Context: an optimization exercise on an open-source flow, tuned for small area. The choices shown serve that exercise and are no tape-out recipe. Only simulation tests tie the RTL to the original design; equivalence was not proved. The flow treats the clock pin as an ideal source. Dropping or thinning the clock tree relies on that and would not hold on a real chip. No activity file was given, so power comes from the tool's default toggle rates.

Setup of run C:
==> flow/design.v <==
`default_nettype none
package sky_pkg;
	localparam int COLUMNS = 30;
	localparam int ROWS = 28;
	localparam int BLOCK = 4;
	localparam int SUBPIXELS = 16;
	typedef logic [4:0] column_t;
	typedef logic [4:0] row_t;
	typedef logic [3:0] subpixel_t;
	typedef logic [1:0] cell_t;
	localparam cell_t CELL_EMPTY = 2'b00;
	localparam cell_t CELL_MEATBALL = 2'b10;
	typedef logic [7:0] x_t;
	typedef logic [6:0] y_t;
	typedef logic [2:0] color_t;
	localparam color_t COLOR_SKY = 3'd0;
	localparam color_t COLOR_MEATBALL = 3'd7;
	typedef logic [11:0] lfsr_t;
	localparam lfsr_t LFSR_SEED = 12'hACE;
	localparam lfsr_t LFSR_TAPS = 12'b1000_0010_1001;
endpackage
`default_nettype wire
`default_nettype none
module sky (
	input wire logic clock,
	input wire logic reset,
	input wire logic update_req,
	output logic update_ack,
	input wire logic draw_req,
	output logic draw_ack,
	output logic pixel_req,
	input wire logic pixel_ack,
	output logic [7:0] x,
	output logic [6:0] y,
	output logic [2:0] color
);
	localparam int ROWS = 28;
	logic [11:0] lfsr;
	logic [4:0] ring [ROWS];
	logic clearing;
	logic [4:0] age_out;
	logic [3:1] accepted;
	logic [1:0] write_age;
	logic drawing;
	logic scan_done;
	logic [4:0] column;
	logic [4:0] row;
	logic [3:0] subpixel;
	logic meatball;
	logic next_meatball;
	logic accept;
	logic painter_idle;
	logic take;
	logic pixel_done;
	logic cell_done;
	logic [4:0] next_column;
	logic [4:0] next_row;
	logic write;
	logic clear;
	logic [4:0] write_value;
	assign scan_done = column[4:1] == 4'b1111;
	assign accept = update_req && !update_ack && !drawing;
	assign painter_idle = !pixel_req && !pixel_ack;
	assign take = drawing && !scan_done && painter_idle;
	assign pixel_done = pixel_req && pixel_ack;
	assign cell_done = pixel_done && subpixel == 4'd15;
	assign next_row = row == 5'(ROWS - 1) ? 5'd0 : row + 5'd1;
	assign next_column = row != 5'(ROWS - 1) ? column : column == 5'd29 ? 5'd0 : column + 5'd1;
	assign x = {column, subpixel[3:2]};
	assign y = {row, subpixel[1:0]};
	assign color = {3{meatball}};
	always_ff @(posedge clock) begin
		if (!reset) begin
			lfsr <= 12'hACE;
		end else begin
			lfsr <= {lfsr[10:0], lfsr[11] ^ lfsr[5] ^ lfsr[3] ^ lfsr[0]};
		end
	end
	always_ff @(posedge clock) begin
		if (!reset) begin
			update_ack <= 1'b0;
		end else if (accept) begin
			update_ack <= 1'b1;
		end else if (!update_req) begin
			update_ack <= 1'b0;
		end
	end
	always_ff @(posedge clock) begin
		clearing <= !reset || (clearing && !lfsr[0]);
	end
	always_ff @(posedge clock) begin
		accepted <= {accepted[2:1], accept};
	end
	always_ff @(posedge clock) begin
		if (!reset) begin
			age_out <= 5'(ROWS - 1);
		end else if (!accept) begin
			age_out <= age_out == 5'd0 ? 5'(ROWS - 1) : age_out - 5'd1;
		end
	end
	always_comb begin
		write = 1'b0;
		write_age = 2'd0;
		case (age_out[1:0])
			2'd0: begin
				write = accept;
				write_age = 2'd0;
			end
			2'd1: begin
				write = |accepted;
				write_age = accepted[1] ? 2'd1 : accepted[2] ? 2'd2 : 2'd3;
			end
			2'd2: begin
				write = accepted[1] && accepted[3];
				write_age = 2'd3;
			end
			default: begin
			end
		endcase
	end
	assign clear = !reset || clearing;
	assign write_value = clear ? 5'd0 : 5'(lfsr[7:0] >> write_age);
	always_ff @(posedge clock) begin
		ring[0] <= ring[ROWS - 1];
		for (int p = 1; p < ROWS; p++) begin
			if (p % 4 == 3 && (clear || (write && age_out[4:2] == 3'((ROWS - 1 - p) / 4)))) begin
				ring[p] <= write_value;
			end else begin
				ring[p] <= ring[p - 1];
			end
		end
	end
	always_ff @(posedge clock) begin
		if (age_out == row) begin
			next_meatball <= ring[0] == next_column + 5'd1;
		end
	end
	always_ff @(posedge clock) begin
		if (!reset) begin
			meatball <= 1'b0;
		end else if (accept) begin
			meatball <= lfsr[4:0] == 5'd1;
		end else if (cell_done) begin
			meatball <= next_meatball;
		end
	end
	always_ff @(posedge clock) begin
		if (!reset) begin
			drawing <= 1'b0;
			draw_ack <= 1'b0;
		end else if (!drawing) begin
			if (draw_req) begin
				drawing <= 1'b1;
			end
		end else if (draw_ack) begin
			if (!draw_req) begin
				draw_ack <= 1'b0;
				drawing <= 1'b0;
			end
		end else if (scan_done && painter_idle) begin
			draw_ack <= 1'b1;
		end
	end
	always_ff @(posedge clock) begin
		if (!drawing) begin
			column <= '0;
			row <= '0;
			subpixel <= '0;
		end else if (pixel_done) begin
			subpixel <= subpixel + 4'd1;
			if (subpixel == 4'd15) begin
				row <= next_row;
				column <= row == 5'(ROWS - 1) ? column + 5'd1 : column;
			end
		end
	end
	always_ff @(posedge clock) begin
		if (!reset) begin
			pixel_req <= 1'b0;
		end else if (take) begin
			pixel_req <= 1'b1;
		end else if (pixel_done) begin
			pixel_req <= 1'b0;
		end
	end
endmodule
`default_nettype wire
export LEC_CHECK = 0
export CAP_MARGIN = 20
export CORE_MARGIN = 2
export CORE_UTILIZATION = 30
export SLEW_MARGIN = 20
create_clock -name core_clock -period 8.0 [get_ports {clock}]
standard.sh (not shown) runs the stock make flow with config.mk's settings and CLKGATE_MAP_FILE= SYNTH_SCRIPT=/design/flow/synth_recipe.tcl, a recipe that flattens the netlist after the stock synthesis.
==> flow/flow/run.sh <==
#!/bin/bash
# The standard layout (standard.sh) with three changes:
# - synthesis maps the logic with an area-oriented abc script (flow/area.abc)
#   instead of ORFS's speed script; everything else in synth_recipe.tcl,
#   including the flip-flop mapping, is unchanged;
# - clock tree synthesis is replaced by flow/own_cts.tcl (sourced as ORFS's
#   PRE_CTS_TCL hook): the clock port drives 4 inv_2, each driving 3 inv_6,
#   each driving a group of 15 registers that are close together (two
#   inversions, so the registers see the clock's own polarity);
# - ports are buffered with the smallest buffer.
set -euo pipefail
here=$PWD
{
	cat <<TCL
proc abc {args} {
  set i [lsearch -exact \$args -script]
  lset args [expr {\$i + 1}] $here/flow/area.abc
  yosys abc {*}\$args
}
TCL
	cat synth_recipe.tcl
} > own_synth.tcl
sed "s#SYNTH_SCRIPT=$here/synth_recipe.tcl #SYNTH_SCRIPT=$here/own_synth.tcl #" standard.sh > own_standard.sh
grep -q "SYNTH_SCRIPT=$here/own_synth.tcl " own_standard.sh
export PRE_CTS_TCL=$here/flow/own_cts.tcl
export OWN_CTS_NET=clock
export OWN_CTS_BUF=sky130_fd_sc_hd__inv_6
export OWN_CTS_LEAVES=12
export OWN_CTS_MID=sky130_fd_sc_hd__inv_2
export OWN_CTS_MIDS=4
export BUFFER_PORTS_ARGS="-buffer_cell sky130_fd_sc_hd__buf_1"
bash own_standard.sh > standard.log 2>&1
==> flow/flow/area.abc <==
strash
dch
map -a
strash
dch
amap
topo
Other scripts of this flow, unchanged in this note and not shown: flow/flow/own_cts.tcl
Edits applied to the flow inputs when going from run C to run R:
diff --git a/flow/flow/run.sh b/flow/flow/run.sh
--- a/flow/flow/run.sh
+++ b/flow/flow/run.sh
@@ -3,4 +3,5 @@
 # - synthesis maps the logic with an area-oriented abc script (flow/area.abc)
-#   instead of ORFS's speed script; everything else in synth_recipe.tcl,
-#   including the flip-flop mapping, is unchanged;
+#   instead of ORFS's speed script, and leaves adders to abc too (no
+#   ADDER_MAP_FILE, so no half/full-adder cells); everything else in
+#   synth_recipe.tcl, including the flip-flop mapping, is unchanged;
 # - clock tree synthesis is replaced by flow/own_cts.tcl (sourced as ORFS's
@@ -22,4 +23,6 @@
 } > own_synth.tcl
-sed "s#SYNTH_SCRIPT=$here/synth_recipe.tcl #SYNTH_SCRIPT=$here/own_synth.tcl #" standard.sh > own_standard.sh
+sed -e "s#SYNTH_SCRIPT=$here/synth_recipe.tcl #SYNTH_SCRIPT=$here/own_synth.tcl #" \
+	-e "s#CLKGATE_MAP_FILE= #CLKGATE_MAP_FILE= ADDER_MAP_FILE= #" standard.sh > own_standard.sh
 grep -q "SYNTH_SCRIPT=$here/own_synth.tcl " own_standard.sh
+grep -q "ADDER_MAP_FILE= " own_standard.sh
 export PRE_CTS_TCL=$here/flow/own_cts.tcl
==> flow/flow/area.abc <==
strash
dch
amap
strash
dch
amap
topo
Results
Run R reached the final stage; the timing, DRC and antenna checks on its layout passed. From run C to run R the numbers moved as follows: placed wire-length estimate went down; wire length on met2 moved down; total chip power was more or less identical; core utilization saw little to no change. From run C to run R the numbers moved as follows: met2 track utilization from global routing now sits lower, aggregate routed wire length now sits lower.
No run of this note takes its clock network from TritonCTS; it comes from the design's own scripts or RTL.

-- what the ideal ports hide --
The results above use ideal ports. As a check the final layouts listed here were re-extracted and re-timed, cells and wires unchanged. Step 1: set_driving_cell puts a clkbuf_16 on clock and a buf_2 on each other input, an assumption about the parent block. Step 2 moves the port delays by t, midway between the first and last clock arrival at a register: inputs arrive t later, outputs are due t later. That takes back most of the time a late clock gives input paths. Slacks: ideal / step 1 / step 2; pairs: ideal / step 1.
run | t (ns) | setup slack, ns | worst hold slack (ns)
run C | 0.275 | 4.081 / 4.118 / 3.843 | 0.313 / 0.313 / 0.313
run R | 0.273 | 4.341 / 4.386 / 4.113 | 0.328 / 0.328 / 0.328
After both steps setup and hold are still met in every run listed. For run C, which loses most, drivers alone change the setup slack by +0.037 ns; drivers and shift together by -0.238 ns.
